Background: an optimization exercise with open tools, aiming at small area and a short achievable clock period. Do not read the settings as production practice. At most, simulation tests tie the RTL to the original design; equivalence was not proved. The RTL of runs 4 to 6 was laid out without a check of its function. No activity file was given, so power comes from the tool's default toggle rates.

==> design/flow/design.v <==
package exec_pkg;
    localparam int IMM_W       = 16;
    localparam int LINK_OFFSET = 8;
    localparam int SLOT_OFFSET = 4;
    typedef logic [31:0] word_t;
    typedef logic [4:0]  reg_idx_t;
    typedef enum logic [3:0] {
        ADD,
        ADDU,
        SUB,
        SUBU,
        AND,
        OR,
        XOR,
        NOR,
        SLT,
        SLTU,
        SLL,
        SRL,
        SRA,
        LUI
    } alu_op_e;
    typedef enum logic [2:0] {
        BEQ,
        BNE,
        BGEZ,
        BGTZ,
        BLEZ,
        BLTZ
    } branch_e;
    typedef enum logic [1:0] {
        MSIZE1,
        MSIZE2,
        MSIZE4
    } msize_e;
    typedef enum logic [1:0] {
        CM_NONE,
        CM_MOVZ,
        CM_MOVN
    } cmove_e;
    typedef struct packed {
        alu_op_e alu_op;
        logic    imm_src;
        logic    zero_ext;
        logic    shamt_valid;
        logic    memtoreg;
        logic    memwrite;
        msize_e  msize;
        logic    regwrite;
        logic    tne;
        cmove_e  cmove;
        logic    is_link;
        logic    branch;
        branch_e branch_type;
        logic    jump;
        logic    jr;
    } ctl_t;
    typedef struct packed {
        logic overflow;
        logic adel;
        logic ades;
        logic trap;
    } exc_t;
    typedef struct packed {
        logic  bypass;
        word_t data;
    } bypass_t;
    typedef struct packed {
        logic             valid;
        word_t            pc;
        word_t            raw_instr;
        word_t            rd1;
        word_t            rd2;
        logic [IMM_W-1:0] imm;
        reg_idx_t         rdst;
        ctl_t             ctl;
        logic             pre_taken;
        word_t            pre_pc;
        logic             in_exc;
    } issue_t;
    typedef struct packed {
        logic     valid;
        word_t    pc;
        word_t    alu_out;
        word_t    srca;
        word_t    srcb;
        reg_idx_t rdst;
        logic     regwrite;
        logic     memtoreg;
        logic     memwrite;
        msize_e   msize;
        exc_t     exc;
    } result_t;
    function automatic word_t ext_imm(logic [IMM_W-1:0] imm, logic zero_ext);
        if (zero_ext) begin
            ext_imm = {{(32-IMM_W){1'b0}}, imm};
        end else begin
            ext_imm = {{(32-IMM_W){imm[IMM_W-1]}}, imm};
        end
    endfunction
    function automatic logic misaligned(msize_e size, logic [1:0] addr_lo);
        misaligned = ((size == exec_pkg::MSIZE2) && addr_lo[0]) || ((size == exec_pkg::MSIZE4) && (addr_lo != 2'b00));
    endfunction
endpackage
`timescale 1ns/1ps
module exec_alu (
    input  exec_pkg::word_t   a_i,
    input  exec_pkg::word_t   b_i,
    input  exec_pkg::alu_op_e op_i,
    output logic              arith_sel_o,
    output exec_pkg::word_t   arith_o,
    output exec_pkg::word_t   other_o,
    output logic [1:0]        y_lo_o,
    output logic              overflow_o
);
    logic        sub;
    logic        is_addsub;
    logic        is_cmp;
    logic [31:0] bx;
    logic [33:0] sum_c;
    logic [32:0] sum;
    logic        slt;
    logic        sltu;
    logic        cmp;
    logic [4:0]  shamt;
    logic        is_sll;
    logic        fill;
    logic [31:0] sh_in;
    logic [31:0] sh0, sh1, sh2, sh3, sh4;
    logic [31:0] sh_rev;
    assign is_addsub = (op_i[3:2] == 2'b00);
    assign is_cmp    = (op_i[3:1] == 3'b100);
    assign sub = (op_i[3:1] == 3'b001) || is_cmp;
    assign bx  = b_i ^ {32{sub}};
    assign sum_c = {1'b0, a_i, 1'b1} + {1'b0, bx, sub};
    assign sum   = sum_c[33:1];
    assign overflow_o = is_addsub && !op_i[0] &&
                        (a_i[31] == bx[31]) && (sum[31] != a_i[31]);
    assign slt  = (a_i[31] ^ b_i[31]) ? a_i[31] : sum[31];
    assign sltu = !sum[32];
    assign cmp  = op_i[0] ? sltu : slt;
    assign arith_sel_o = is_addsub || is_cmp;
    assign arith_o     = is_cmp ? {31'b0, cmp} : sum[31:0];
    assign shamt  = a_i[4:0];
    assign is_sll = (op_i == exec_pkg::SLL);
    assign fill   = (op_i == exec_pkg::SRA) && b_i[31];
    always_comb begin
        for (int i = 0; i < 32; i++) begin
            sh_in[i] = is_sll ? b_i[31-i] : b_i[i];
        end
        sh0 = shamt[0] ? {{1{fill}},  sh_in[31:1]}  : sh_in;
        sh1 = shamt[1] ? {{2{fill}},  sh0[31:2]}    : sh0;
        sh2 = shamt[2] ? {{4{fill}},  sh1[31:4]}    : sh1;
        sh3 = shamt[3] ? {{8{fill}},  sh2[31:8]}    : sh2;
        sh4 = shamt[4] ? {{16{fill}}, sh3[31:16]}   : sh3;
        for (int i = 0; i < 32; i++) begin
            sh_rev[i] = sh4[31-i];
        end
    end
    always_comb begin
        case (op_i)
            exec_pkg::AND:  other_o = a_i & b_i;
            exec_pkg::OR:   other_o = a_i | b_i;
            exec_pkg::XOR:  other_o = a_i ^ b_i;
            exec_pkg::NOR:  other_o = ~(a_i | b_i);
            exec_pkg::SLL:  other_o = sh_rev;
            exec_pkg::SRL,
            exec_pkg::SRA:  other_o = sh4;
            exec_pkg::LUI:  other_o = {b_i[15:0], 16'b0};
            default:        other_o = '0;
        endcase
    end
    assign y_lo_o = arith_sel_o ? arith_o[1:0] : other_o[1:0];
endmodule
`timescale 1ns/1ps
module branch_resolve (
    input  exec_pkg::issue_t  issue_i,
    input  exec_pkg::bypass_t bypass_a_i,
    input  exec_pkg::word_t   rs_i,
    input  logic              rs_eq_rt_i,
    input  exec_pkg::word_t   pc8_i,
    output logic              cond_o,
    output logic              redirect_o,
    output exec_pkg::word_t   target_o
);
    exec_pkg::ctl_t  ctl;
    logic        rs_zero;
    logic        rs_neg;
    logic        tk_eq;
    logic        tk_ne;
    logic        taken;
    logic [29:0] br_word;
    logic [31:0] br_target;
    logic [3:0]  slot_hi;
    logic [31:0] j_target;
    logic [31:0] jmp_target;
    logic        is_jmp;
    logic        pre_taken;
    logic        eq_pc8;
    logic        eq_rs;
    logic        eq_j;
    logic        eq_jmp;
    exec_pkg::word_t tgt_taken;
    exec_pkg::word_t tgt_not;
    logic        red_taken;
    logic        red_not;
    assign ctl       = issue_i.ctl;
    assign pre_taken = issue_i.pre_taken;
    assign is_jmp    = ctl.jump || ctl.jr;
    assign rs_zero = bypass_a_i.bypass ? (bypass_a_i.data == '0) : (issue_i.rd1 == '0);
    assign rs_neg  = rs_i[31];
    function automatic logic br_taken(logic [2:0] bt, logic eq, logic neg, logic zero);
        case (bt)
            3'd0:    br_taken = eq;
            3'd1:    br_taken = !eq;
            3'd2:    br_taken = !neg;
            3'd3:    br_taken = !neg && !zero;
            3'd4:    br_taken = neg || zero;
            3'd5:    br_taken = neg;
            default: br_taken = 1'b0;
        endcase
    endfunction
    assign tk_eq = br_taken(ctl.branch_type, 1'b1, rs_neg, rs_zero);
    assign tk_ne = br_taken(ctl.branch_type, 1'b0, rs_neg, rs_zero);
    assign taken = rs_eq_rt_i ? tk_eq : tk_ne;
    assign cond_o = ctl.branch && taken;
    assign br_word   = issue_i.pc[31:2] + {{14{issue_i.raw_instr[15]}}, issue_i.raw_instr[15:0]} + 30'd1;
    assign br_target = {br_word, issue_i.pc[1:0]};
    assign slot_hi   = issue_i.pc[31:28] + {3'b000, &issue_i.pc[27:2]};
    assign j_target  = {slot_hi, issue_i.raw_instr[25:0], 2'b00};
    always_comb begin
        if (ctl.jr) begin
            jmp_target = rs_i;
        end else if (ctl.jump) begin
            jmp_target = j_target;
        end else begin
            jmp_target = '0;
        end
    end
    assign tgt_taken = (ctl.branch && !pre_taken) ? br_target : jmp_target;
    assign tgt_not   = (ctl.branch && pre_taken)  ? pc8_i     : jmp_target;
    assign target_o  = taken ? tgt_taken : tgt_not;
    logic [28:0] inc_x, inc_y, inc_d;
    logic [28:0] inc_ok;
    assign inc_x = issue_i.pc[31:3];
    assign inc_y = issue_i.pre_pc[31:3];
    assign inc_d = inc_x ^ inc_y;
    assign inc_ok[0] = inc_d[0];
    for (genvar i = 1; i < 29; i++) begin : g_inc
        assign inc_ok[i] = inc_d[i] == (inc_x[i-1] && !inc_y[i-1]);
    end
    assign eq_pc8 = (&inc_ok) && (issue_i.pre_pc[2:0] == issue_i.pc[2:0]);
    assign eq_rs  = (issue_i.pre_pc == rs_i);
    logic       slot_carry;
    logic [3:0] pc_hi_inc;
    assign slot_carry = &issue_i.pc[27:2];
    assign pc_hi_inc  = issue_i.pc[31:28] + 4'd1;
    assign eq_j = (issue_i.pre_pc[27:0] == {issue_i.raw_instr[25:0], 2'b00}) &&
                  (slot_carry ? (issue_i.pre_pc[31:28] == pc_hi_inc)
                              : (issue_i.pre_pc[31:28] == issue_i.pc[31:28]));
    assign eq_jmp = ctl.jr ? eq_rs : eq_j;
    assign red_taken = issue_i.valid &&
                       ((ctl.branch && !pre_taken) ||
                        (is_jmp && !(pre_taken && eq_jmp)));
    assign red_not   = issue_i.valid &&
                       ((ctl.branch && pre_taken) ||
                        (is_jmp && !(pre_taken && (ctl.branch ? eq_pc8 : eq_jmp))));
    assign redirect_o = taken ? red_taken : red_not;
endmodule
`timescale 1ns/1ps
module exec_lane (
    input  exec_pkg::issue_t  issue_i,
    input  exec_pkg::bypass_t bypass_a_i,
    input  exec_pkg::bypass_t bypass_b_i,
    output exec_pkg::word_t   rs_o,
    output exec_pkg::word_t   rt_o,
    output logic              rs_eq_rt_o,
    output exec_pkg::word_t   pc8_o,
    output logic              arith_sel_o,
    output exec_pkg::word_t   arith_o,
    output exec_pkg::word_t   other_o,
    output logic              regwrite_o,
    output logic              addr_bad_o,
    output logic              overflow_o,
    output logic              trap_o
);
    exec_pkg::ctl_t  ctl;
    exec_pkg::word_t rs;
    exec_pkg::word_t rt;
    exec_pkg::word_t imm_ext;
    exec_pkg::word_t op_a;
    exec_pkg::word_t op_b;
    logic            alu_arith_sel;
    exec_pkg::word_t alu_other;
    logic [1:0]      y_lo;
    logic            rt_zero;
    logic            cm_fail;
    assign ctl = issue_i.ctl;
    assign rs = bypass_a_i.bypass ? bypass_a_i.data : issue_i.rd1;
    assign rt = bypass_b_i.bypass ? bypass_b_i.data : issue_i.rd2;
    assign rs_o = rs;
    assign rt_o = rt;
    assign rs_eq_rt_o = (rs == rt);
    assign rt_zero    = (rt == '0);
    assign imm_ext = exec_pkg::ext_imm(issue_i.imm, ctl.zero_ext);
    assign op_a = ctl.shamt_valid ? {27'b0, issue_i.raw_instr[10:6]} : rs;
    assign op_b = ctl.imm_src ? imm_ext : rt;
    exec_alu i_alu (
        .a_i         (op_a),
        .b_i         (op_b),
        .op_i        (ctl.alu_op),
        .arith_sel_o (alu_arith_sel),
        .arith_o     (arith_o),
        .other_o     (alu_other),
        .y_lo_o      (y_lo),
        .overflow_o  (overflow_o)
    );
    assign pc8_o       = {issue_i.pc[31:3] + 29'd1, issue_i.pc[2:0]};
    assign arith_sel_o = alu_arith_sel && !ctl.is_link;
    assign other_o     = ctl.is_link ? pc8_o : alu_other;
    assign addr_bad_o = exec_pkg::misaligned(ctl.msize, y_lo);
    always_comb begin
        case (ctl.cmove)
            exec_pkg::CM_MOVZ: cm_fail = !rt_zero;
            exec_pkg::CM_MOVN: cm_fail = rt_zero;
            default:           cm_fail = 1'b0;
        endcase
    end
    assign regwrite_o = ctl.regwrite && !cm_fail;
    assign trap_o     = ctl.tne && rs_eq_rt_o;
endmodule
`timescale 1ns/1ps
module exec_stage (
    input  logic            clk,
    input  logic            rst_i,
    input  logic [411:0]    issue_i,
    input  logic [65:0]     bypass_a_i,
    input  logic [65:0]     bypass_b_i,
    output logic [285:0]    result_o,
    output logic            redirect_o,
    output exec_pkg::word_t redirect_pc_o,
    output logic            branch_cond_o
);
    exec_pkg::issue_t  iss0;
    exec_pkg::issue_t  iss1;
    exec_pkg::bypass_t byp_a0;
    exec_pkg::bypass_t byp_a1;
    exec_pkg::bypass_t byp_b0;
    exec_pkg::bypass_t byp_b1;
    exec_pkg::word_t rs0, rt0, pc8_0, arith0, other0;
    exec_pkg::word_t rs1, rt1, pc8_1, arith1, other1;
    logic            asel0, asel1;
    logic            eq0, rw0, bad0, ovf0, trap0;
    logic            eq1, rw1, bad1, ovf1, trap1;
    logic            br_cond;
    logic            br_redirect;
    exec_pkg::word_t br_target;
    assign iss0   = issue_i[205:0];
    assign iss1   = issue_i[411:206];
    assign byp_a0 = bypass_a_i[32:0];
    assign byp_a1 = bypass_a_i[65:33];
    assign byp_b0 = bypass_b_i[32:0];
    assign byp_b1 = bypass_b_i[65:33];
    exec_lane i_lane0 (
        .issue_i    (iss0),
        .bypass_a_i (byp_a0),
        .bypass_b_i (byp_b0),
        .rs_o       (rs0),
        .rt_o       (rt0),
        .rs_eq_rt_o (eq0),
        .pc8_o      (pc8_0),
        .arith_sel_o(asel0),
        .arith_o    (arith0),
        .other_o    (other0),
        .regwrite_o (rw0),
        .addr_bad_o (bad0),
        .overflow_o (ovf0),
        .trap_o     (trap0)
    );
    exec_lane i_lane1 (
        .issue_i    (iss1),
        .bypass_a_i (byp_a1),
        .bypass_b_i (byp_b1),
        .rs_o       (rs1),
        .rt_o       (rt1),
        .rs_eq_rt_o (eq1),
        .pc8_o      (pc8_1),
        .arith_sel_o(asel1),
        .arith_o    (arith1),
        .other_o    (other1),
        .regwrite_o (rw1),
        .addr_bad_o (bad1),
        .overflow_o (ovf1),
        .trap_o     (trap1)
    );
    branch_resolve i_branch (
        .issue_i    (iss1),
        .bypass_a_i (byp_a1),
        .rs_i       (rs1),
        .rs_eq_rt_i (eq1),
        .pc8_i      (pc8_1),
        .cond_o     (br_cond),
        .redirect_o (br_redirect),
        .target_o   (br_target)
    );
    logic            v0_q, v1_q;
    logic            redirect_q, cond_q;
    exec_pkg::word_t pc0_q, arith0_q, other0_q, srca0_q, srcb0_q;
    exec_pkg::word_t pc1_q, arith1_q, other1_q, srca1_q, srcb1_q;
    logic            asel0_q, asel1_q;
    logic [4:0]      rdst0_q, rdst1_q;
    logic [1:0]      msize0_q, msize1_q;
    logic            rw0_q, mtr0_q, mw0_q, bad0_q, ovf0_q, trap0_q;
    logic            rw1_q, mtr1_q, mw1_q, bad1_q, ovf1_q, trap1_q;
    logic            x1_q;
    exec_pkg::word_t target_q;
    always_ff @(posedge clk) begin
        if (rst_i) begin
            v0_q       <= 1'b0;
            v1_q       <= 1'b0;
            redirect_q <= 1'b0;
            cond_q     <= 1'b0;
        end else begin
            v0_q       <= iss0.valid;
            v1_q       <= iss1.valid;
            redirect_q <= br_redirect;
            cond_q     <= br_cond;
        end
    end
    always_ff @(posedge clk) begin
        pc0_q    <= iss0.pc;
        asel0_q  <= asel0;
        arith0_q <= arith0;
        other0_q <= other0;
        srca0_q  <= rs0;
        srcb0_q  <= rt0;
        rdst0_q  <= iss0.rdst;
        msize0_q <= iss0.ctl.msize;
        rw0_q    <= rw0;
        mtr0_q   <= iss0.ctl.memtoreg;
        mw0_q    <= iss0.ctl.memwrite;
        bad0_q   <= bad0;
        ovf0_q   <= ovf0;
        trap0_q  <= trap0;
        pc1_q    <= iss1.pc;
        asel1_q  <= asel1;
        arith1_q <= arith1;
        other1_q <= other1;
        srca1_q  <= rs1;
        srcb1_q  <= rt1;
        rdst1_q  <= iss1.rdst;
        msize1_q <= iss1.ctl.msize;
        rw1_q    <= rw1;
        mtr1_q   <= iss1.ctl.memtoreg;
        mw1_q    <= iss1.ctl.memwrite;
        bad1_q   <= bad1;
        ovf1_q   <= ovf1;
        trap1_q  <= trap1;
        x1_q     <= iss1.in_exc || trap1;
        target_q <= br_target;
    end
    logic l1_exc;
    logic adel0, ades0, adel1, ades1;
    assign adel0  = mtr0_q && bad0_q;
    assign ades0  = mw0_q && bad0_q;
    assign adel1  = mtr1_q && bad1_q;
    assign ades1  = mw1_q && bad1_q;
    assign l1_exc = v1_q && (x1_q || ovf1_q || ((mtr1_q || mw1_q) && bad1_q));
    exec_pkg::result_t out0;
    exec_pkg::result_t out1;
    always_comb begin
        out0.valid        = v0_q && !(v1_q && ovf1_q);
        out0.pc           = pc0_q;
        out0.alu_out      = asel0_q ? arith0_q : other0_q;
        out0.srca         = srca0_q;
        out0.srcb         = srcb0_q;
        out0.rdst         = rdst0_q;
        out0.regwrite     = rw0_q;
        out0.memtoreg     = mtr0_q && !bad0_q && !l1_exc;
        out0.memwrite     = mw0_q && !bad0_q && !l1_exc;
        out0.msize        = exec_pkg::msize_e'(msize0_q);
        out0.exc.overflow = ovf0_q;
        out0.exc.adel     = adel0;
        out0.exc.ades     = ades0;
        out0.exc.trap     = trap0_q;
        out1.valid        = v1_q;
        out1.pc           = pc1_q;
        out1.alu_out      = asel1_q ? arith1_q : other1_q;
        out1.srca         = srca1_q;
        out1.srcb         = srcb1_q;
        out1.rdst         = rdst1_q;
        out1.regwrite     = rw1_q;
        out1.memtoreg     = mtr1_q && !bad1_q;
        out1.memwrite     = mw1_q && !bad1_q;
        out1.msize        = exec_pkg::msize_e'(msize1_q);
        out1.exc.overflow = ovf1_q;
        out1.exc.adel     = adel1;
        out1.exc.ades     = ades1;
        out1.exc.trap     = trap1_q;
    end
    assign result_o      = {out1, out0};
    assign redirect_o    = redirect_q;
    assign redirect_pc_o = target_q;
    assign branch_cond_o = cond_q;
endmodule
==> design/flow/flow/run.sh <==
#!/bin/bash
# The standard layout, except that the port buffers are plain buf_1
# cells instead of the delay cells buffer_ports picks by default. The
# make output goes to standard.log here; ORFS writes each step's log
# under orfs/logs.
set -euo pipefail
bash standard.sh BUFFER_PORTS_ARGS="-buffer_cell sky130_fd_sc_hd__buf_1" finish > standard.log 2>&1
==> design/flow/standard.sh <==
#!/bin/bash
# synth_recipe.tcl (not shown) runs the flow's synth.tcl, then flattens the netlist and writes it again
# the make line also repeats each setting of config.mk as NAME=value (left out here)
make -C /OpenROAD-flow-scripts/flow DESIGN_CONFIG=/design/flow/config.mk WORK_HOME=/design/flow/orfs CLKGATE_MAP_FILE= SYNTH_SCRIPT=/design/flow/synth_recipe.tcl "${@:-finish}"
==> design/flow/config.mk <==
export PLATFORM = sky130hd
export DESIGN_NAME = exec_stage
export DESIGN_NICKNAME = exec_stage
export VERILOG_FILES = /design/flow/design.v
export SDC_FILE = /design/flow/constraint.sdc
export NUM_CORES = 4
export LEC_CHECK = 0
export ABC_AREA = 1
export CAP_MARGIN = 50
export CORE_MARGIN = 2
export CORE_UTILIZATION = 40
export SETUP_SLACK_MARGIN = 2.5
export SLEW_MARGIN = 50
==> design/flow/constraint.sdc <==
create_clock -name core_clock -period 6.0 [get_ports {clk}]
set_input_delay 1.2000 -clock core_clock [delete_from_list [all_inputs] [get_ports {clk}]]
set_output_delay 1.2000 -clock core_clock [all_outputs]
set_load 0.01 [all_outputs]
==> results of run 1 <==
==> layout make-up <==
type                       instances  area [um2]  area share
clock inverter                    30         484      0.0114
multi-input combinational       3954       24300       0.571
inverter                         586        2310      0.0544
sequential                       385        7710       0.181
antenna                            5        12.5    0.000294
timing repair inverter             2        15.0    0.000353
tap                             1070        1340      0.0315
clock buffer                      54        1240      0.0292
timing repair buffer            1022        5130       0.121
==> per-layer routing <==
layer / vias to the layer above / wire (um)
met5: - / 29
met4: 6 / 15800
met3: 558 / 13200
met2: 2127 / 80800
met1: 18600 / 64700
li1: 18900 / -
==> per-stage QoR <==
stage          power (W)  std cells  worst slack (ns)
3_3_place_gp     0.00673       6897             0.994
2_1_floorplan    0.00531       5148              2.25
5_1_grt           0.0109       7105              2.42
4_1_cts           0.0101       7030              2.42
3_5_place_dp     0.00675       6903              1.03
6_report          0.0104       7108              2.55
==> path summary, 6_finish.rpt <==
check / slack [ns] / end / depth (start not counted)
setup / recovery: 2.55 / bad1_q$_DFF_P_ / 16
hold / removal: 0.68 / rdst1_q[1]$_DFF_P_ / 1
==> cells in the final DEF, fill, tap and decap left out, drive strengths merged, types with 3 or more instances in the layout <==
cell type  count
mux2          65
o211ai        25
a221oi        39
nand2       1272
and2          13
o21ai        379
a21boi         9
buf         1005
inv          584
a2111oi       10
o31ai          8
ha           252
o22ai         32
a32o           9
nand3        661
clkinvlp       8
mux2i          6
o21a          27
a21o          14
clkbuf        70
a21oi        241
diode          5
a31oi         34
a211oi        11
xor2         154
xnor2         49
o21bai         6
o221ai         3
or2           68
a22oi         14
nand4         55
nor4          65
nor2         347
nor3b          3
dfxtp        385
clkinv        15
bufinv        11
nor3          50
o2111ai       17
==> timing repair <==
item                                    in CTS  in global routing
setup buffers                               39                 67
cloned                                       4                  6
resized for setup                          239                306
pin swaps                                   29                 81
hold buffers                                 0                  0
endpoints found under the setup margin     156                120
==> cell families after synthesis <==
| group | count (synthesis) |
|---|---|
| buffers and inverters | 810 |
| multiplexers | 71 |
| flip-flops | 385 |
| XOR/XNOR | 203 |
| AND/OR/NAND/NOR | 2541 |
| AO/OA/AOI/OAI | 885 |
| adder cells (fa/ha/maj) | 253 |
==> worst max-delay path, stage by stage <==
cell,delay [ns]
buf_12,0.14
inv_6,0.16
or2_2,0.15
o21ai_2,0.13
nor2_1,0.38
ha_2,0.42
a21oi_2,0.20
inv_1,0.07
a21oi_2,0.14
o21a_1,0.15
nor2_1,0.06
nor4_2,0.28
a21oi_2,0.12
nand2_2,0.12
nand3_1,0.09
a21oi_1,0.17
==> power by group through the flow <==
stage | clock, W | sequential, W | combinational (W)
global route | 0.00336 | 0.00303 | 0.00449
finish | 0.00320 | 0.00301 | 0.00419
floorplan | 0 | 0.00307 | 0.00224
global placement | 0 | 0.00306 | 0.00367
detailed placement | 0 | 0.00306 | 0.00369
CTS | 0.00326 | 0.00301 | 0.00384
==> results.json, run 1 <==
{
  "synth_most_common_cell": "nand2_1",
  "vias": 40200,
  "final_area_um2": 42500,
  "cts_inserted_buffers": 46,
  "period_share": 0.576,
  "first_global_vias": 37200,
  "start_kind": "primary input",
  "netlist.top_cell.by_area": "dfxtp_1",
  "cts.sinks": 385,
  "ys_top_cells_by_count": "1268 x nand2_1, 661 x nand3_1, 566 x inv_1, 385 x dfxtp_1, 344 x nor2_1",
  "timing.slew.headroom": 0.470,
  "final_hold_viol_count": 0,
  "worst_pin_slew_ns": 0.795,
  "yosysTopAreaCellShare": 0.235,
  "synth_compound_area_frac": 0.158,
  "p_per_area_nw_per_um2": 245,
  "cp-end-kind": "register",
  "ant_nets": 0,
  "status": "finished clean",
  "tns_ns": 0,
  "globalplace.congestion": 1.03,
  "syn_inst": 5148,
  "criticalPathCategory": "in -> reg",
  "drt-total-wl_mm": 175,
  "switching_power_w": 0.00418,
  "period_needed_ns": 3.45,
  "holdCritPathClass": "in -> reg",
  "synth-seq-area-share": 0.235,
  "startpoint": "bypass_a_i[65]",
  "switching_share": 0.402,
  "grtUsageTotal": 0.391,
  "grt_max_degree": 66,
  "p_comb_frac": 0.403,
  "cts_root_buf": "clkbuf_16",
  "async_reset_ff_frac": 0,
  "num_rows": 105,
  "pin_count": 866,
  "grt_pass1_wl_mm": 246,
  "avgSynthCellArea_um2": 6.37,
  "synthTopCellsByArea": "dfxtp_1 23%, nand2_1 15%, nand3_1 10%",
  "ir_worst_vdd_mv": 0.186,
  "synthXorXnorAreaFrac": 0.0542,
  "drtIter0Drc": 3997,
  "post-route-util": 0.521,
  "synthSimpleGateAreaFrac": 0.335,
  "antenna_found_initial": 8,
  "gr-total-overflow": 0,
  "core_area_um2": 81600,
  "worstPathMaxFanout": 28,
  "die_x_um": 290,
  "setup_viol": 0,
  "cts_tree": "done",
  "p_seq_frac": 0.289,
  "yosysWarnings": 4,
  "numPortBuffers": 792,
  "die_area_um2": 84300,
  "syn_to_final_growth_pct": 29.6,
  "p_int_w": 0.00622,
  "nets": 6796,
  "hpwl_mm": 140,
  "grt_use_met1": 0.448,
  "wl_per_cell_um": 24.6,
  "synth_edf_count": 0,
  "synth_area_um2": 32800,
  "clockBufferDepth": 3,
  "vias_per_cell": 5.66,
  "synthMuxAreaShare": 0.0241,
  "place_area_um2": 37700,
  "min_from": "issue_i[263]",
  "drive_above_1_share": 0.149,
  "drc": 0,
  "die_h_um": 290,
  "synth_fa_ha_area_frac": 0.0967,
  "ys_ff_latch": 385,
  "rsz0062_at_grt": "yes",
  "critPathArrivalTime_ns": 4.02,
  "yosysUniqueCellTypes": 60,
  "clkPwrFrac": 0.308,
  "finalMaxSlewViolations": 0,
  "hold_slack_ns": 0.678,
  "synth_top_family_by_area": "simple AND/OR/NAND/NOR gates",
  "cts_htree_levels": 2,
  "grtUsageMet3": 0.0665,
  "cts.clk_slew.worst_paths_ns": 0.06,
  "ys_dominant_reg_cell": "dfxtp_1",
  "fill_cells": 8441,
  "max_freq_mhz": 290,
  "drv_cap": 0,
  "floorplan.initialDensity": 0.402,
  "busiest_layer": "met2",
  "power.leakage_nw": 19.6,
  "met2_usage": 0.655,
  "required_ns": 6.56,
  "mappedNetlistNets": 5947,
  "drtPass1Iterations": 6
}
==> inputs of run 2 (changes only) <==
--- a/design/flow/config.mk
+++ b/design/flow/config.mk
@@ -9,5 +9,5 @@
 export CAP_MARGIN = 50
 export CORE_MARGIN = 2
 export CORE_UTILIZATION = 40
-export SETUP_SLACK_MARGIN = 2.5
+export SETUP_SLACK_MARGIN = 2.75
 export SLEW_MARGIN = 50
==> run 2 against run 1 <==
Still clean on timing, DRC and antenna. Combinational power grew 14%. Via count up 2.7%. Non-clock buffer count up 169. First-iteration DRC count decreased by 4.5%. Hold slack better by 0.0024 ns. Largest power group unchanged. Highest routed layer is now met4.
==> results.json, run 2 <==
{
  "status": "finished clean",
  "cts.sinks": 385,
  "ys_dominant_reg_cell": "dfxtp_1",
  "p_seq_frac": 0.278,
  "path_cells": "buf_12 > nand2_4 > inv_4 > nand2_4 > nor3_4 > nand3_2 > nor2_1 > nand2_1 > nor3_4 > nand4_1 > nor2_2 > nand4_1 > nor2_1 > ha_2 > inv_2 > nand2_1 > a21oi_2 > nand3_1 > nand2_2 > a31oi_4 > nor2_4 > nor2_1",
  "final_cell_mix": "1074 x nand2_1, 752 x buf_1, 616 x nand3_1, 522 x inv_1, 383 x dfxtp_1",
  "vias": 41300,
  "drive_above_1_share": 0.216,
  "clockBufferDepth": 3,
  "mappedNetlistNets": 5947,
  "core_area_um2": 81600,
  "pin_count": 866,
  "cp_slowest_cell": "ha_2",
  "antenna_found_initial": 3,
  "power.leakage_nw": 21.1,
  "wl_per_cell_um": 24.6,
  "die_h_um": 290,
  "final_area_um2": 46400,
  "drtPass1Iterations": 9,
  "cts_root_buf": "clkbuf_16",
  "gr-total-overflow": 0,
  "switching_power_w": 0.00444,
  "slowest_delay_ns": 0.30,
  "globalplace.congestion": 1.03,
  "worstPathMaxFanout": 2,
  "drt-total-wl_mm": 179,
  "numPortBuffers": 792,
  "final_hold_viol_count": 0,
  "first_global_vias": 38200,
  "yosysUniqueCellTypes": 60,
  "cts_tree": "done",
  "ys_top_cells_by_count": "1268 x nand2_1, 661 x nand3_1, 566 x inv_1, 385 x dfxtp_1, 344 x nor2_1",
  "cts_htree_levels": 2,
  "switching_share": 0.410,
  "vias_per_cell": 5.68,
  "num_rows": 105,
  "avgSynthCellArea_um2": 6.37,
  "post-route-util": 0.568,
  "netlist.top_cell.by_area": "dfxtp_1",
  "setup_viol": 0,
  "min_from": "issue_i[58]",
  "dpl_worst_slack_ns": 1.06,
  "grt_pass1_wl_mm": 248,
  "nets": 6968,
  "die_x_um": 290,
  "fill_cells": 8027,
  "die_area_um2": 84300,
  "criticalPathCategory": "in -> reg",
  "rsz0062_at_grt": "yes",
  "cts_inserted_buffers": 46,
  "p_int_w": 0.00638,
  "synthTopCellsByArea": "dfxtp_1 23%, nand2_1 15%, nand3_1 10%",
  "drv_cap": 0,
  "floorplan.initialDensity": 0.402,
  "finalMaxSlewViolations": 0,
  "synth_edf_count": 0,
  "finalWorstSetupSlack_ns": 2.66,
  "syn_to_final_growth_pct": 41.4,
  "register_area_um2": 7710,
  "holdCritPathClass": "in -> reg",
  "synth-seq-area-share": 0.235,
  "path_delay_family": "simple AND/OR/NAND/NOR gates",
  "grtUsageTotal": 0.392,
  "worst_pin_slew_ns": 0.809,
  "yosysWarnings": 4,
  "synth_most_common_cell": "nand2_1",
  "startpoint": "issue_i[383]",
  "hpwl_mm": 137,
  "syn_inst": 5148,
  "drc": 0,
  "drtIter0Drc": 3817,
  "multiInputGateArea_um2": 26100,
  "max_freq_mhz": 299,
  "period_share": 0.557,
  "tns_ns": 0,
  "synth_area_um2": 32800,
  "timing.critical_path.buf_inv": 3,
  "ant_nets": 0,
  "final_common_cell": "nand2_1",
  "p_comb_frac": 0.442,
  "place_area_um2": 37900,
  "power_w": 0.0108,
  "cts.clk_slew.worst_paths_ns": 0.06,
  "timing.slew.headroom": 0.447,
  "ys_ff_latch": 385,
  "start_kind": "primary input",
  "ir_worst_vdd_mv": 0.217,
  "cp-end-kind": "register",
  "period_needed_ns": 3.34,
  "critPathArrivalTime_ns": 3.85,
  "async_reset_ff_frac": 0,
  "yosysTopAreaCellShare": 0.235,
  "cp_common_cell": "nor2_1",
  "grt_max_degree": 50,
  "clkPwrFrac": 0.280,
  "required_ns": 6.51,
  "p_per_area_nw_per_um2": 233
}
## run 2: cell types whose count changed in the layout (fill, tap and decap cells not counted), moves of 18 or more
cell	delta
a21oi_1	-29
buf_1	-20
buf_12	+22
buf_4	+108
buf_6	+32
inv_1	-21
nand2_1	-71
nand2_2	+30
nand2_4	+33
nand3_1	-21
nand3_2	+18
nor2_1	-28
o21ai_0	-33
o21ai_4	+33
## run 2: per-layer routing
metal	part of all wire	routed length, um	global-route usage
met1	0.37	65500	0.444
met2	0.46	81800	0.652
met3	0.076	13700	0.0656
met5	0	0	0
met4	0.10	18100	0.319
## run 2: what timing repair did
action | CTS | global route
endpoints found under the setup margin | 191 | 130
gates resized for setup | 497 | 529
cloned | 13 | 13
pin swaps | 102 | 209
setup buffers | 122 | 155
hold buffers | 0 | 0
## run 2: cell families (layout without fill, tap and decap cells)
group	after synthesis	after routing	synth area share
xor gates and xnor gates	203	203	0.0542
AOI/OAI and AO/OA	885	885	0.158
and+or+nand+nor	2541	2543	0.335
other	0	3	0
buffers and inverters	810	1866	0.0971
DFF	385	385	0.235
muxes	71	71	0.0241
adders and majority gates	253	253	0.0967
## run 2: final cells by class
cell class	count	share of cell area
antenna	3	0.000162
clock buffer	57	0.0274
clock inverter	28	0.00774
inverter	586	0.0519
multi-input combinational	3955	0.563
sequential	385	0.166
tap	1070	0.0289
timing repair buffer	1191	0.154
timing repair inverter	4	0.000863
## run 2: worst paths after layout
check                               end  cells after the start
setup / recovery  redirect_q$_SDFF_PP0_                     22
hold / removal       rdst0_q[2]$_DFF_P_                      1
## run 2: stage by stage
stage | hold WS [ns] | std cells
floorplan | 1.23 | 5148
global placement | 1.29 | 6881
detailed placement | 1.29 | 6888
CTS | 0.651 | 7108
global route | 0.664 | 7277
finish | 0.680 | 7279
## run 2: power groups by stage
stage	Clock (W)	Combinational, W	Sequential [W]
5_1_grt	0.00317	0.00509	0.00303
4_1_cts	0.00306	0.00410	0.00301
2_1_floorplan	0	0.00228	0.00307
6_report	0.00303	0.00478	0.00301
3_3_place_gp	0	0.00370	0.00305
3_5_place_dp	0	0.00372	0.00306
==> inputs of run 3 (changes only) <==
--- a/design/flow/config.mk
+++ b/design/flow/config.mk
@@ -9,5 +9,7 @@
 export CAP_MARGIN = 50
 export CORE_MARGIN = 2
 export CORE_UTILIZATION = 40
-export SETUP_SLACK_MARGIN = 2.75
+export SETUP_SLACK_MARGIN = 2.5
 export SLEW_MARGIN = 50
+export SYNTH_HIERARCHICAL = 1
+export SYNTH_MINIMUM_KEEP_SIZE = 1000
==> run 3 against run 2 <==
Still clean. Area after synthesis increased by 1.3%. Hold slack got worse by 0.0044 ns. Critical path depth decreased by 4. Design area decreased by 8.0%. Cell count decreased by 2.1%.
==> results.json, run 3 <==
{
  "drtPass1Iterations": 6,
  "die_h_um": 292,
  "dp.cells": 6908,
  "nets": 6786,
  "hold_end": "rdst1_q[4]$_DFF_P_",
  "p_per_area_nw_per_um2": 244,
  "power_w": 0.0104,
  "power.leakage_nw": 19.4,
  "grtUsageTotal": 0.390,
  "grt_pass1_wl_mm": 246,
  "worstPathMaxFanout": 22,
  "syn_to_final_growth_pct": 28.4,
  "ant_nets": 0,
  "yosysWarnings": 10,
  "globalplace.congestion": 1.05,
  "die_x_um": 292,
  "drc": 0,
  "pin_count": 866,
  "cp-end-kind": "register",
  "floorplan.initialDensity": 0.405,
  "final_cell_mix": "1306 x nand2_1, 774 x buf_1, 628 x nand3_1, 514 x inv_1, 385 x dfxtp_1",
  "grt_max_degree": 49,
  "vias": 40200,
  "start_kind": "primary input",
  "rsz0062_at_grt": "yes",
  "first_global_vias": 37100,
  "final_area_um2": 42700,
  "tns_ns": 0,
  "antenna_found_initial": 17,
  "switching_power_w": 0.00433,
  "period_needed_ns": 3.60,
  "wl_per_cell_um": 25.1,
  "die_area_um2": 85400,
  "numPortBuffers": 792,
  "cts_inserted_buffers": 47,
  "cts.clk_slew.worst_paths_ns": 0.07,
  "required_ns": 6.50,
  "p_seq_frac": 0.290,
  "syn_inst": 5179,
  "criticalPathCategory": "in -> reg",
  "hold_slack_ns": 0.676,
  "clkPwrFrac": 0.288,
  "critPathArrivalTime_ns": 4.10,
  "drv_cap": 0,
  "cts_htree_levels": 2,
  "p_comb_frac": 0.422,
  "hpwl_mm": 142,
  "finalNonFillerCells": 7127,
  "ir_worst_vdd_mv": 0.208,
  "p_int_w": 0.00606,
  "finalMaxSlewViolations": 0,
  "avgSynthCellArea_um2": 6.41,
  "final_hold_viol_count": 0,
  "register_area_um2": 7710,
  "mappedNetlistNets": 5956,
  "core_area_um2": 82100,
  "cts_tree": "done",
  "drive_above_1_share": 0.167,
  "num_rows": 105,
  "vias_per_cell": 5.64,
  "cts.sinks": 385,
  "fill_cells": 8522,
  "period_share": 0.600,
  "setup_viol": 0,
  "cts_root_buf": "clkbuf_16",
  "final_common_cell": "nand2_1",
  "clockBufferDepth": 3,
  "holdCritPathClass": "in -> reg",
  "gr-total-overflow": 0,
  "status": "finished clean",
  "drt-total-wl_mm": 179,
  "place_area_um2": 37300,
  "max_freq_mhz": 278,
  "hold_depth": 1,
  "synth_area_um2": 33200,
  "worst_pin_slew_ns": 0.744,
  "timing.slew.headroom": 0.500,
  "min_from": "issue_i[266]",
  "drtIter0Drc": 4372,
  "switching_share": 0.416,
  "multiInputGateArea_um2": 24500
}
==> run 3: timing repair <==
item | 4_1_cts | 5_1_grt
setup buffers | 21 | 75
gates cloned | 8 | 18
gates resized for setup | 255 | 357
setup endpoints to repair | 144 | 100
hold buffers | 0 | 0
pin swaps | 24 | 81
==> run 3: worst max path at each step <==
stage                         from                   end  slack (ns)  cells past startpoint
floorplan           bypass_b_i[32]  arith0_q[30]$_DFF_P_        2.37                     20
global placement    bypass_a_i[65]  target_q[17]$_DFF_P_        0.76                     19
detailed placement  bypass_a_i[65]  target_q[12]$_DFF_P_        0.88                     17
CTS                 bypass_b_i[65]        bad1_q$_DFF_P_        2.50                     19
global route        bypass_a_i[65]  target_q[18]$_DFF_P_        2.33                     18
finish              bypass_a_i[65]  target_q[10]$_DFF_P_        2.40                     18
==> run 3: critical path: stages <==
cell,delay [ns]
clkbuf_16,0.18
buf_12,0.19
o21ai_2,0.35
inv_1,0.19
nand3_1,0.11
nand3_1,0.11
nor4_2,0.27
buf_4,0.19
nand4_1,0.12
buf_6,0.17
inv_4,0.05
inv_4,0.04
o21ai_4,0.15
nand3_4,0.15
buf_12,0.19
clkbuf_16,0.17
o221ai_2,0.06
nand2_1,0.12
==> run 3: cell type report <==
class / instances / share of cell area
inverter: 566 / 0.0533
clock buffer: 57 / 0.0294
antenna: 13 / 0.000763
tap: 1070 / 0.0314
timing repair inverter: 5 / 0.00109
clock inverter: 27 / 0.00815
timing repair buffer: 995 / 0.120
sequential: 385 / 0.181
multi-input combinational: 4009 / 0.575
==> run 3: stage by stage <==
stage / utilization / setup slack (ns)
after CTS: 0.489 / 2.50
after floorplan: - / 2.37
final: 0.519 / 2.40
after global placement: 0.454 / 0.763
after detailed placement: 0.455 / 0.883
after global routing: 0.519 / 2.33
==> run 3: routing by layer <==
metal  global-route usage  share of wire
met5                    0        0.00025
met3               0.0789          0.095
met2                0.641           0.45
met4                0.225          0.068
met1                0.474           0.38
==> run 3: power by group through the flow <==
stage	logic [W]	registers, W	clock network, W
after floorplan	0.00229	0.00309	0
after global placement	0.00372	0.00306	0
after detailed placement	0.00373	0.00306	0
after CTS	0.00391	0.00301	0.00302
after global routing	0.00468	0.00304	0.00312
final	0.00439	0.00301	0.00299
==> inputs of run 4 (changes only) <==
--- a/design/flow/design.v
+++ b/design/flow/design.v
@@ -159,10 +159,10 @@
     end
     always_comb begin
         case (op_i)
-            exec_pkg::AND:  other_o = a_i & b_i;
-            exec_pkg::OR:   other_o = a_i | b_i;
-            exec_pkg::XOR:  other_o = a_i ^ b_i;
-            exec_pkg::NOR:  other_o = ~(a_i | b_i);
+            exec_pkg::AND:  other_o = a_i & bx;
+            exec_pkg::OR:   other_o = a_i | bx;
+            exec_pkg::XOR:  other_o = a_i ^ bx;
+            exec_pkg::NOR:  other_o = ~(a_i | bx);
             exec_pkg::SLL:  other_o = sh_rev;
             exec_pkg::SRL,
             exec_pkg::SRA:  other_o = sh4;
==> design/flow/config.mk (replaced) <==
export PLATFORM = sky130hd
export DESIGN_NAME = exec_stage
export DESIGN_NICKNAME = exec_stage
export VERILOG_FILES = /design/flow/design.v
export SDC_FILE = /design/flow/constraint.sdc
export NUM_CORES = 4
export LEC_CHECK = 0
export ABC_AREA = 1
export CAP_MARGIN = 20
export CORE_MARGIN = 2
export CORE_UTILIZATION = 40
export SETUP_SLACK_MARGIN = 2.0
export SLEW_MARGIN = 20
==> run 4 against run 3 <==
Still clean on timing, DRC and antenna. Clock power down 6.7%. Die area down 3.9%. Power down 5.2%. Design area down 6.9%. Global-route usage down 0.52 points. Count of clock-buffer cells in the layout up 3. Critical path type unchanged. Largest cell class unchanged. Largest power group unchanged.
==> results.json, run 4 <==
{
  "yosysTopAreaCellShare": 0.242,
  "final_hold_viol_count": 0,
  "ys_top_cells_by_count": "1297 x nand2_1, 581 x nand3_1, 565 x inv_1, 385 x dfxtp_1, 332 x nor2_1",
  "grtUsageTotal": 0.385,
  "max_freq_mhz": 252,
  "async_reset_ff_frac": 0,
  "fill_cells": 8436,
  "synthMuxAreaShare": 0.0267,
  "final_common_cell": "nand2_1",
  "place_area_um2": 36600,
  "criticalPathCategory": "in -> reg",
  "vias_per_cell": 5.64,
  "cts.sinks": 385,
  "worstPathMaxFanout": 18,
  "hpwl_mm": 136,
  "grt_pass1_wl_mm": 235,
  "cts_inserted_buffers": 46,
  "path_delay_family": "simple AND/OR/NAND/NOR gates",
  "synth_fa_ha_area_frac": 0.0771,
  "required_ns": 6.50,
  "num_rows": 103,
  "power.leakage_nw": 18.6,
  "ys_dominant_reg_cell": "dfxtp_1",
  "min_from": "issue_i[264]",
  "numPortBuffers": 792,
  "drive_above_1_share": 0.115,
  "drtIter0Drc": 4565,
  "clockBufferDepth": 3,
  "die_x_um": 286,
  "vias": 39400,
  "netlist.top_cell.by_area": "dfxtp_1",
  "start_kind": "primary input",
  "ant_nets": 0,
  "die_h_um": 286,
  "die_area_um2": 82100,
  "ys_ff_latch": 385,
  "nets": 6624,
  "cp-end-kind": "register",
  "grt_max_degree": 67,
  "wl_per_cell_um": 23.9,
  "yosysUniqueCellTypes": 64,
  "ir_worst_vdd_mv": 0.222,
  "final_cell_mix": "1254 x nand2_1, 779 x buf_1, 575 x nand3_1, 560 x inv_1, 385 x dfxtp_1",
  "period_needed_ns": 3.96,
  "gr-total-overflow": 0,
  "slowest_delay_ns": 0.73,
  "finalMaxSlewViolations": 0,
  "worst_pin_slew_ns": 1.00,
  "drv_cap": 0,
  "floorplan.initialDensity": 0.404,
  "p_per_area_nw_per_um2": 248,
  "syn_inst": 5050,
  "cp_slowest_cell": "o21ai_1",
  "synth_most_common_cell": "nand2_1",
  "path_cells": "buf_6 > o21ai_1 > nor2_1 > ha_2 > nand2_1 > nor2_1 > nand2_2 > nor4_4 > nand2_2 > nand2_1 > nand2_1 > nand3_1 > nand2_1 > nand2_1 > nand2_1 > nand3_2 > nand3_1 > buf_4 > nand2_1 > inv_1",
  "first_global_vias": 36200,
  "timing.critical_path.buf_inv": 3,
  "holdCritPathClass": "in -> reg",
  "period_share": 0.660,
  "synth_compound_area_frac": 0.176,
  "synthTopCellsByArea": "dfxtp_1 24%, nand2_1 15%, nand3_1 9.1%",
  "drc": 0,
  "yosysWarnings": 4,
  "hold_end": "rdst1_q[2]$_DFF_P_",
  "rsz0062_at_grt": "yes",
  "hold_depth": 1,
  "core_area_um2": 79000,
  "critPathArrivalTime_ns": 4.46,
  "avgSynthCellArea_um2": 6.32,
  "tns_ns": 0,
  "globalplace.congestion": 1.08,
  "synth_edf_count": 0,
  "setup_viol": 0,
  "final_area_um2": 39700,
  "synthXorXnorAreaFrac": 0.0516,
  "mappedNetlistNets": 5792,
  "synth-seq-area-share": 0.242,
  "synth_top_family_by_area": "simple AND/OR/NAND/NOR gates",
  "cts_htree_levels": 2,
  "path_depth": 20,
  "cts_tree": "done",
  "synthSimpleGateAreaFrac": 0.326,
  "status": "finished clean",
  "cp_common_cell": "nand2_1",
  "synth_area_um2": 31900,
  "timing.slew.headroom": 0.333,
  "drtPass1Iterations": 6,
  "cts.clk_slew.worst_paths_ns": 0.06,
  "syn_to_final_growth_pct": 24.4,
  "cts_root_buf": "clkbuf_16",
  "antenna_found_initial": 8,
  "drt-total-wl_mm": 167,
  "pin_count": 866
}
## run 4: cell type report
class	instances	area, um2	area share
Antenna cell	8	20.0	0.000504
Clock buffer	60	1280	0.0323
Clock inverter	25	231	0.00583
Inverter	583	2220	0.0559
Multi-Input combinational cell	3855	22100	0.556
Sequential cell	385	7710	0.194
Tap cell	1050	1310	0.0331
Timing Repair Buffer	1011	4840	0.122
## run 4: worst max path at each step
stage              startpoint                 endpoint
5_1_grt           issue_i[51]           bad0_q$_DFF_P_
2_1_floorplan    issue_i[259]  arith1_q[28]$_SDFF_PP0_
3_5_place_dp   bypass_b_i[32]           bad0_q$_DFF_P_
3_3_place_gp   bypass_b_i[32]           bad0_q$_DFF_P_
6_report       bypass_a_i[65]           bad1_q$_DFF_P_
4_1_cts        bypass_a_i[32]           bad0_q$_DFF_P_
## run 4: logic make-up after synthesis
kind of cell	after synthesis
AOI/OAI and AO/OA	960
xor gates and xnor gates	188
adders and majority gates	196
buffers and inverters	810
DFF	385
muxes	77
and+or+nand+nor	2434
## run 4: what timing repair did
action | 4_1_cts | 5_1_grt
setup buffers | 5 | 24
pin swaps | 12 | 34
gates resized for setup | 103 | 247
endpoints found under the setup margin | 66 | 78
cloned | 0 | 2
hold buffers | 0 | 0
hold endpoints to repair | 0 | 0
## run 4: metal layers
layer  part of all wire  track usage
met5            0.00017            0
met4              0.083        0.275
met3              0.091       0.0684
met2               0.45        0.613
met1               0.38        0.470
## run 4: per-stage QoR
stage	total power (W)	instances	setup WS (ns)	utilization	hold WS, ns
after detailed placement	0.00678	6852	0.752	0.463	1.29
after global placement	0.00678	6851	0.740	0.463	1.29
after global routing	0.0103	6972	1.88	0.502	0.655
after floorplan	0.00525	5050	2.07	-	1.23
after CTS	0.00964	6942	1.98	0.487	0.646
final	0.00985	6977	2.04	0.502	0.687
## run 4: report_power, final
| group | internal [W] | total (W) | switching, W |
|---|---|---|---|
| sequential | 0.00289 | 0.00300 | 0.000108 |
| clock | 0.00157 | 0.00279 | 0.00122 |
| combinational | 0.00131 | 0.00406 | 0.00275 |
==> inputs of run 5 (changes only) <==
==> design/flow/flow/run.sh (replaced) <==
#!/bin/bash
# Standard layout, with plain buffers (not delay cells) on the ports.
cp standard.sh standard_sh.txt
export BUFFER_PORTS_ARGS="-buffer_cell sky130_fd_sc_hd__buf_1"
bash standard.sh > standard.log 2>&1
--- a/design/flow/config.mk
+++ b/design/flow/config.mk
@@ -9,5 +9,5 @@
 export CAP_MARGIN = 20
 export CORE_MARGIN = 2
 export CORE_UTILIZATION = 40
-export SETUP_SLACK_MARGIN = 2.0
+export SETUP_SLACK_MARGIN = 3.0
 export SLEW_MARGIN = 20
==> run 5 against run 4 <==
Design area rose by 31%. Power is 22% higher. Largest cell class unchanged. Area after synthesis is the same. Die area stayed put. Cell count up 5.8%. Hold slack got worse by 0.040 ns. Synthesized cell count is the same.
==> results.json, run 5 <==
{
  "holdCritPathClass": "in -> reg",
  "ys_ff_latch": 385,
  "final_cell_mix": "923 x nand2_1, 743 x buf_1, 465 x inv_1, 413 x buf_4, 387 x nand3_1",
  "setup_viol": 0,
  "route.met3.wl_mm": 17.2,
  "slowest_delay_ns": 0.79,
  "synth_edf_count": 0,
  "gr-total-overflow": 0,
  "p_comb_frac": 0.507,
  "timing.slew.headroom": 0.0802,
  "vias": 43300,
  "grtUsageTotal": 0.422,
  "synthTopCellsByArea": "dfxtp_1 24%, nand2_1 15%, nand3_1 9.1%",
  "yosysWarnings": 4,
  "period_needed_ns": 3.69,
  "worstPathMaxFanout": 6,
  "yosysUniqueCellTypes": 64,
  "drtPass1Iterations": 6,
  "start_kind": "primary input",
  "globalplace.congestion": 1.04,
  "cp_common_cell": "nand2_2",
  "place_area_um2": 37700,
  "required_ns": 6.57,
  "cts_inserted_buffers": 45,
  "ys_dominant_reg_cell": "dfxtp_1",
  "synth_area_um2": 31900,
  "detailroute.wirelength.met2_mm": 85.3,
  "ys_top_cells_by_count": "1297 x nand2_1, 581 x nand3_1, 565 x inv_1, 385 x dfxtp_1, 332 x nor2_1",
  "synth_most_common_cell": "nand2_1",
  "switching_power_w": 0.00508,
  "syn_inst": 5050,
  "cts_tree": "done",
  "status": "finished clean",
  "cp_slowest_cell": "nor2_1",
  "final_common_cell": "nand2_1",
  "final_hold_viol_count": 0,
  "cts.sinks": 385,
  "final_area_um2": 52100,
  "highest_layer": "met4",
  "grt_pass1_wl_mm": 257,
  "dpl_worst_slack_ns": 0.944,
  "rsz0062_at_grt": "yes",
  "drv_cap": 0,
  "power_w": 0.0120,
  "max_freq_mhz": 271,
  "drive_above_1_share": 0.358,
  "avgSynthCellArea_um2": 6.32,
  "worst_pin_slew_ns": 1.38,
  "ir_worst_vdd_mv": 0.220,
  "switching_share": 0.423,
  "floorplan.initialDensity": 0.404,
  "cp-end-kind": "register",
  "hold_slack_ns": 0.646,
  "tns_ns": 0,
  "drt-met1-wl_mm": 67.3,
  "first_global_vias": 39800,
  "cts_root_buf": "clkbuf_16",
  "drtIter0Drc": 4679,
  "power.leakage_nw": 23.0,
  "p_int_w": 0.00692,
  "finalWorstSetupSlack_ns": 2.31,
  "clockBufferDepth": 3,
  "pin_count": 866,
  "path_cells": "clkbuf_16 > nand2_1 > o21ai_2 > nor2_1 > ha_4 > buf_4 > inv_1 > o21ai_0 > nor2_1 > o221ai_2 > a31oi_4 > nand3_4 > nand2_2 > nand2_2 > nand2_1 > nand3_2 > nand3_4 > nand2_2 > inv_1",
  "critPathArrivalTime_ns": 4.26,
  "wl_per_cell_um": 25.9,
  "core_area_um2": 79000,
  "drt-total-wl_mm": 191,
  "cts_htree_levels": 2,
  "die_area_um2": 82100,
  "drc": 0,
  "mappedNetlistNets": 5792,
  "num_rows": 103,
  "period_share": 0.616,
  "clkPwrFrac": 0.242,
  "syn_to_final_growth_pct": 63.3,
  "criticalPathCategory": "in -> reg",
  "p_seq_frac": 0.250,
  "antenna_found_initial": 13,
  "hpwl_mm": 138,
  "p_per_area_nw_per_um2": 230,
  "die_h_um": 286,
  "netlist.top_cell.by_area": "dfxtp_1",
  "finalMaxSlewViolations": 0,
  "die_x_um": 286,
  "ant_nets": 0,
  "vias_per_cell": 5.87,
  "grt_max_degree": 49,
  "cts-hold-fix-buffers": 0,
  "nets": 7028,
  "numPortBuffers": 792,
  "cts.clk_slew.worst_paths_ns": 0.06,
  "synth-seq-area-share": 0.242,
  "yosysTopAreaCellShare": 0.242,
  "async_reset_ff_frac": 0
}
## run 5: logic make-up (layout without fill, tap and decap cells)
logic type               Yosys count  after routing  share of synthesized area
XOR/XNOR                         188            188                     0.0516
flip-flops                       385            385                      0.242
AND/OR/NAND/NOR                 2434           2441                      0.326
adder cells (fa/ha/maj)          196            196                     0.0771
other                              0             10                          0
multiplexers                      77             77                     0.0267
AO/OA/AOI/OAI                    960            960                      0.176
buffers and inverters            810           2075                      0.102
## run 5: final timing paths
| path | startpoint | end | slack [ns] | depth (start not counted) |
|---|---|---|---|---|
| max | bypass_a_i[65] | bad1_q$_DFF_P_ | 2.31 | 19 |
| min | issue_i[266] | rdst1_q[4]$_DFF_P_ | 0.65 | 1 |
## run 5: power groups by stage
stage	logic, W	registers (W)	clock network, W
after floorplan	0.00245	0.00308	0
after global placement	0.00391	0.00305	0
after detailed placement	0.00392	0.00305	0
after CTS	0.00502	0.00300	0.00293
after global routing	0.00636	0.00303	0.00303
final	0.00609	0.00301	0.00291
## run 5: area by class of cell
class,count,area (um2)
Antenna cell,10,25.0
Clock buffer,59,1260
Clock inverter,24,302
Fill cell,6926,26900
Inverter,583,2410
Multi-Input combinational cell,3862,29500
Sequential cell,385,7720
Tap cell,1050,1310
Timing Repair Buffer,1400,9530
Timing Repair inverter,9,82.6
## run 5: metal layers
metal	track usage	vias up
li1	-	19400
met1	0.483	20200
met2	0.681	2868
met3	0.0740	893
met4	0.370	0
met5	0	-
## run 5: stage by stage
step,utilization,std cells
finish,0.660,7382
global route,0.660,7381
CTS,0.591,7189
detailed placement,0.477,6787
global placement,0.477,6787
floorplan,-,5050
## run 5: worst max-delay path, delay by kind of cell
| kind | cells | cell delay [ns] |
|---|---|---|
| AO/OA/AOI/OAI | 4 | 0.60 |
| adder cells (fa/ha/maj) | 1 | 0.34 |
| buffers and inverters | 4 | 0.42 |
| AND/OR/NAND/NOR | 10 | 1.66 |
## run 5: repair_timing
action | 4_1_cts | 5_1_grt
buffers inserted | 285 | 173
gates cloned | 34 | 10
endpoints found under the setup margin | 234 | 184
resized for setup | 1027 | 954
pin swaps | 268 | 431
==> inputs of run 6 (changes only) <==
--- a/design/flow/config.mk
+++ b/design/flow/config.mk
@@ -9,5 +9,5 @@
 export CAP_MARGIN = 20
 export CORE_MARGIN = 2
 export CORE_UTILIZATION = 40
-export SETUP_SLACK_MARGIN = 3.0
+export SETUP_SLACK_MARGIN = 2.5
 export SLEW_MARGIN = 20
==> run 6 against run 5 <==
Synthesized cell count is the same. Count of clock-buffer cells in the layout increased by 1. Non-clock buffer count shrank 278. Critical path type unchanged. Largest cell class unchanged.
==> results.json, run 6 <==
{
  "numPortBuffers": 792,
  "status": "finished clean",
  "final_cell_mix": "1166 x nand2_1, 773 x buf_1, 560 x nand3_1, 530 x inv_1, 383 x dfxtp_1",
  "drt-total-wl_mm": 179,
  "hpwl_mm": 139,
  "drc": 0,
  "route.met3.wl_mm": 16.1,
  "ys_ff_latch": 385,
  "nets": 6743,
  "fill_cells": 8005,
  "clockBufferDepth": 3,
  "avgSynthCellArea_um2": 6.32,
  "yosysWarnings": 4,
  "die_x_um": 286,
  "synth-seq-area-share": 0.242,
  "drt-met1-wl_mm": 67.1,
  "ys_dominant_reg_cell": "dfxtp_1",
  "die_area_um2": 82100,
  "min_from": "issue_i[262]",
  "antenna_found_initial": 16,
  "first_global_vias": 37800,
  "rsz0062_at_grt": "yes",
  "vias_per_cell": 5.75,
  "ant_nets": 0,
  "highest_layer": "met5",
  "cts_htree_levels": 2,
  "yosysTopAreaCellShare": 0.242,
  "criticalPathCategory": "in -> reg",
  "vias": 40800,
  "cts-hold-fix-buffers": 0,
  "critPathArrivalTime_ns": 4.16,
  "ys_top_cells_by_count": "1297 x nand2_1, 581 x nand3_1, 565 x inv_1, 385 x dfxtp_1, 332 x nor2_1",
  "pin_count": 866,
  "synth_most_common_cell": "nand2_1",
  "synth_area_um2": 31900,
  "cts_root_buf": "clkbuf_16",
  "grt_max_degree": 67,
  "core_area_um2": 79000,
  "mappedNetlistNets": 5792,
  "power.leakage_nw": 19.9,
  "grtUsageTotal": 0.409,
  "register_area_um2": 7710,
  "cts_tree": "done",
  "num_rows": 103,
  "hold_end": "rdst1_q[0]$_DFF_P_",
  "drive_above_1_share": 0.196,
  "dp.cells": 6816,
  "globalplace.congestion": 1.05,
  "period_share": 0.607,
  "syn_to_final_growth_pct": 38.4,
  "finalMaxSlewViolations": 0,
  "max_freq_mhz": 275,
  "detailroute.wirelength.met2_mm": 79.8,
  "cts.clk_slew.worst_paths_ns": 0.06,
  "p_per_area_nw_per_um2": 246,
  "finalNonFillerCells": 7095,
  "required_ns": 6.52,
  "netlist.top_cell.by_area": "dfxtp_1",
  "syn_inst": 5050,
  "drtIter0Drc": 4510,
  "period_needed_ns": 3.64,
  "ir_worst_vdd_mv": 0.236,
  "yosysUniqueCellTypes": 64,
  "die_h_um": 286,
  "tns_ns": 0,
  "synth_edf_count": 0,
  "timing.slew.headroom": 0.283,
  "grt_pass1_wl_mm": 249,
  "wl_per_cell_um": 25.2,
  "final_hold_viol_count": 0,
  "holdCritPathClass": "in -> reg",
  "setup_viol": 0,
  "worstPathMaxFanout": 6,
  "synthTopCellsByArea": "dfxtp_1 24%, nand2_1 15%, nand3_1 9.1%",
  "gr-total-overflow": 0,
  "drv_cap": 0,
  "async_reset_ff_frac": 0,
  "multiInputGateArea_um2": 25000,
  "hold_depth": 1,
  "start_kind": "primary input",
  "worst_pin_slew_ns": 1.07,
  "floorplan.initialDensity": 0.404,
  "final_common_cell": "nand2_1",
  "cts_inserted_buffers": 46,
  "cp-end-kind": "register",
  "drtPass1Iterations": 6,
  "cts.sinks": 385
}
run 6: area by class of cell:
class,count,area share
repair buffers,1122,0.141
multi-input cells,3858,0.565
well taps,1050,0.0297
inverters,583,0.0517
repair inverters,5,0.000878
clock buffers,60,0.0286
clock inverters,24,0.00799
flip-flops and latches,385,0.175
diodes,8,0.000453
run 6: critical path, stage by stage:
cell	delay, ns
buf_1	0.08
buf_6	0.14
nand2_4	0.07
nor2_4	0.15
nand3_4	0.10
nor2_4	0.12
nand3_4	0.10
nor4_4	0.31
nand3_2	0.18
nor3_2	0.22
ha_1	0.31
nand2_1	0.13
o21ai_2	0.08
nor4_2	0.31
nand4_1	0.15
nor3_2	0.13
nand2_1	0.06
nand2_1	0.08
nand3_2	0.10
nand2_1	0.09
a21boi_1	0.06
run 6: how the worst max path moves through the flow:
| stage | start | endpoint | slack, ns | cells after the start |
|---|---|---|---|---|
| finish | issue_i[386] | redirect_q$_SDFF_PP0_ | 2.36 | 21 |
| global route | issue_i[386] | redirect_q$_SDFF_PP0_ | 2.24 | 21 |
| CTS | bypass_b_i[65] | bad1_q$_DFF_P_ | 2.45 | 25 |
| detailed placement | bypass_b_i[65] | bad1_q$_DFF_P_ | 0.76 | 23 |
| global placement | bypass_b_i[65] | bad1_q$_DFF_P_ | 0.77 | 23 |
| floorplan | bypass_b_i[65] | bad1_q$_DFF_P_ | 2.35 | 24 |
run 6: repair_timing:
action                                  in CTS  in global routing
gates cloned                                 8                 12
hold endpoints to repair                     0                  0
resized for setup                          541                329
endpoints found under the setup margin     150                126
pin swaps                                  109                152
buffers inserted                            79                 88
run 6: logic make-up (layout without fill, tap and decap cells):
group                      Yosys count  count (layout)  share of synthesized area
DFF                                385             385                      0.242
AOI/OAI and AO/OA                  960             960                      0.176
adders and majority gates          196             196                     0.0771
muxes                               77              77                     0.0267
buffers and inverters              810            1794                      0.102
other                                0               8                          0
and+or+nand+nor                   2434            2437                      0.326
xor gates and xnor gates           188             188                     0.0516
run 6: through the flow:
stage	worst slack (ns)	hold WS, ns	utilization	total power, W	cell area (um2)
finish	2.36	0.677	0.559	0.0109	44200
global route	2.24	0.657	0.559	0.0113	44200
CTS	2.45	0.651	0.529	0.0104	41800
detailed placement	0.763	1.29	0.469	0.00688	37000
global placement	0.771	1.29	0.469	0.00687	37000
floorplan	2.35	1.23	-	0.00538	32900
run 6: per-layer routing:
layer | global-route usage | vias up
li1 | - | 18700
met1 | 0.493 | 18900
met2 | 0.649 | 2481
met3 | 0.0719 | 644
met4 | 0.309 | 8
met5 | 0 | -
run 6: where the power goes:
part	switching (W)	internal, W	total, W
Clock	0.00128	0.00176	0.00304
Sequential	0.000106	0.00289	0.00300
Combinational	0.00313	0.00169	0.00483
Total	0.00452	0.00635	0.0109
==> inputs of run 7 (changes only) <==
--- a/design/flow/design.v
+++ b/design/flow/design.v
@@ -159,10 +159,10 @@
     end
     always_comb begin
         case (op_i)
-            exec_pkg::AND:  other_o = a_i & bx;
-            exec_pkg::OR:   other_o = a_i | bx;
-            exec_pkg::XOR:  other_o = a_i ^ bx;
-            exec_pkg::NOR:  other_o = ~(a_i | bx);
+            exec_pkg::AND:  other_o = a_i & b_i;
+            exec_pkg::OR:   other_o = a_i | b_i;
+            exec_pkg::XOR:  other_o = a_i ^ b_i;
+            exec_pkg::NOR:  other_o = ~(a_i | b_i);
             exec_pkg::SLL:  other_o = sh_rev;
             exec_pkg::SRL,
             exec_pkg::SRA:  other_o = sh4;
==> run 7 against run 6 <==
Critical path depth fell by 10. Still clean on timing, DRC and antenna. Count of clock-buffer cells in the layout rose by 2. Clock power increased by 2%. Combinational power shrank 13%. Design area shrank 4.2%. Flip-flop and latch count unchanged. Power down 5.1%. Core utilization shrank 4.0 points. Highest routed layer unchanged.
==> results.json, run 7 <==
{
  "final_hold_viol_count": 0,
  "route.met3.wl_mm": 13.3,
  "pin_count": 866,
  "grt_pass1_wl_mm": 248,
  "multiInputGateArea_um2": 24200,
  "start_kind": "primary input",
  "hold_depth": 1,
  "syn_inst": 5148,
  "globalplace.congestion": 1.03,
  "drv_cap": 0,
  "antenna_found_initial": 7,
  "drtPass1Iterations": 6,
  "vias_per_cell": 5.66,
  "ant_nets": 0,
  "power.leakage_nw": 19.5,
  "avgSynthCellArea_um2": 6.37,
  "drt-met1-wl_mm": 64.9,
  "ys_dominant_reg_cell": "dfxtp_1",
  "clockBufferDepth": 3,
  "cts-hold-fix-buffers": 0,
  "worst_pin_slew_ns": 1.01,
  "timing.slew.headroom": 0.324,
  "gr-total-overflow": 0,
  "die_h_um": 290,
  "critPathArrivalTime_ns": 4.01,
  "nets": 6795,
  "synth_area_um2": 32800,
  "ir_worst_vdd_mv": 0.215,
  "finalNonFillerCells": 7104,
  "path_delay_family": "simple AND/OR/NAND/NOR gates",
  "cts_tree": "done",
  "path_cells": "clkbuf_2 > inv_2 > nor2_2 > buf_4 > nand3_1 > buf_4 > nor2_1 > a211oi_1 > o2111ai_2 > nand2_1 > nand2_1",
  "yosysWarnings": 4,
  "cp_slowest_cell": "nand3_1",
  "synth_most_common_cell": "nand2_1",
  "syn_to_final_growth_pct": 29.0,
  "yosysUniqueCellTypes": 60,
  "finalMaxSlewViolations": 0,
  "drtIter0Drc": 3864,
  "synth-seq-area-share": 0.235,
  "cts.sinks": 385,
  "final_cell_mix": "1150 x nand2_1, 771 x buf_1, 640 x nand3_1, 545 x inv_1, 384 x dfxtp_1",
  "rsz0062_at_grt": "yes",
  "dp.cells": 6897,
  "highest_layer": "met5",
  "fill_cells": 8544,
  "criticalPathCategory": "in -> reg",
  "hold_slack_ns": 0.679,
  "drc": 0,
  "netlist.top_cell.by_area": "dfxtp_1",
  "slowest_delay_ns": 0.71,
  "detailroute.wirelength.met2_mm": 80.1,
  "vias": 40200,
  "min_from": "issue_i[56]",
  "grtUsageTotal": 0.393,
  "tns_ns": 0,
  "worstPathMaxFanout": 33,
  "cp-end-kind": "register",
  "path_depth": 11,
  "final_common_cell": "nand2_1",
  "period_share": 0.587,
  "die_x_um": 290,
  "p_per_area_nw_per_um2": 244,
  "first_global_vias": 37700,
  "hpwl_mm": 140,
  "num_rows": 105,
  "register_area_um2": 7710,
  "drt-total-wl_mm": 175,
  "status": "finished clean",
  "ys_ff_latch": 385,
  "cts_root_buf": "clkbuf_16"
}
-- run 7: changes by cell type after synthesis, moves of 12 or more --
cell,delta
a2111oi_0,-16
buf_1,+12
buf_2,-14
ha_1,+57
nand2_1,-29
nand3_1,+80
nand4_1,+16
nor2_1,+12
nor4_1,+17
o21ai_0,-12
o21ai_1,-31
o22ai_1,-30
xor2_1,+15
-- run 7: worst max path at each step --
stage                    from                      end  slack [ns]
2_1_floorplan     issue_i[53]  arith0_q[30]$_SDFF_PP0_        2.25
3_3_place_gp   bypass_a_i[65]    redirect_q$_SDFF_PP0_        0.99
3_5_place_dp   bypass_a_i[65]    redirect_q$_SDFF_PP0_        1.01
4_1_cts          issue_i[384]    redirect_q$_SDFF_PP0_        2.45
5_1_grt        bypass_b_i[32]           bad0_q$_DFF_P_        2.38
6_report          issue_i[54]     other0_q[24]$_DFF_P_        2.48
-- run 7: per-layer routing --
metal / vias up / GRT usage
li1: 19000 / -
met1: 18600 / 0.448
met2: 2103 / 0.647
met3: 575 / 0.0664
met4: 8 / 0.325
met5: - / 0
-- run 7: through the flow --
step,util,instance area (um2),setup WS (ns)
2_1_floorplan,-,33600,2.25
3_3_place_gp,0.461,37600,0.994
3_5_place_dp,0.461,37600,1.01
4_1_cts,0.498,40700,2.45
5_1_grt,0.519,42300,2.38
6_report,0.519,42300,2.48
-- run 7: report_power, final --
part / total [W] / switching, W / internal (W)
Clock: 0.00311 / 0.00128 / 0.00184
Sequential: 0.00301 / 0.000125 / 0.00289
Combinational: 0.00419 / 0.00279 / 0.00140
Total: 0.0103 / 0.00419 / 0.00612
-- run 7: layout make-up --
| type | instances | area share |
|---|---|---|
| inverter | 586 | 0.0541 |
| multi-input combinational | 3957 | 0.571 |
| sequential | 385 | 0.182 |
| clock buffer | 62 | 0.0322 |
| clock inverter | 23 | 0.00754 |
| timing repair inverter | 3 | 0.000532 |
| antenna | 2 | 0.000118 |
| timing repair buffer | 1016 | 0.120 |
| tap | 1070 | 0.0316 |
-- run 7: cells by family (layout without fill, tap and decap cells) --
group / after synthesis / in the layout / synth area share
multiplexers: 71 / 71 / 0.0241
AND/OR/NAND/NOR: 2541 / 2544 / 0.335
buffers and inverters: 810 / 1690 / 0.0971
XOR/XNOR: 203 / 203 / 0.0542
other: 0 / 2 / 0
adder cells (fa/ha/maj): 253 / 253 / 0.0967
flip-flops: 385 / 385 / 0.235
AO/OA/AOI/OAI: 885 / 886 / 0.158
-- run 7: repair_timing --
item | 4_1_cts | 5_1_grt
cloned | 8 | 6
endpoints found under the hold margin | 0 | 0
pin swaps | 27 | 73
setup buffers | 39 | 67
endpoints found under the setup margin | 155 | 143
resized for setup | 270 | 258

## afterwards: timing with drivers on the ports
No port has a modelled driver above. Below, the same layouts with a new extraction and two added sets of constraints. Step 1, drivers: a clkbuf_16 drives clk and a buf_2 each remaining input, both assumed. Step 2, shift: input delay + t, output delay - t, t = (earliest + latest rising clock arrival at the registers) / 2. This alone moves slack from input paths to output paths. Slacks: no drivers / after step 1 / after step 2; pairs: no drivers / after step 1.
run	t, ns	setup slack, ns
run 1	0.678	2.546 / 2.571 / 1.893
run 2	0.688	2.658 / 2.653 / 1.966
run 3	0.688	2.402 / 2.411 / 1.723
run 4	0.681	2.038 / 2.072 / 1.391
run 5	0.700	2.305 / 2.278 / 1.578
run 6	0.697	2.361 / 2.351 / 1.655
run 7	0.683	2.476 / 2.486 / 1.803
After both steps every run listed still meets setup and hold.
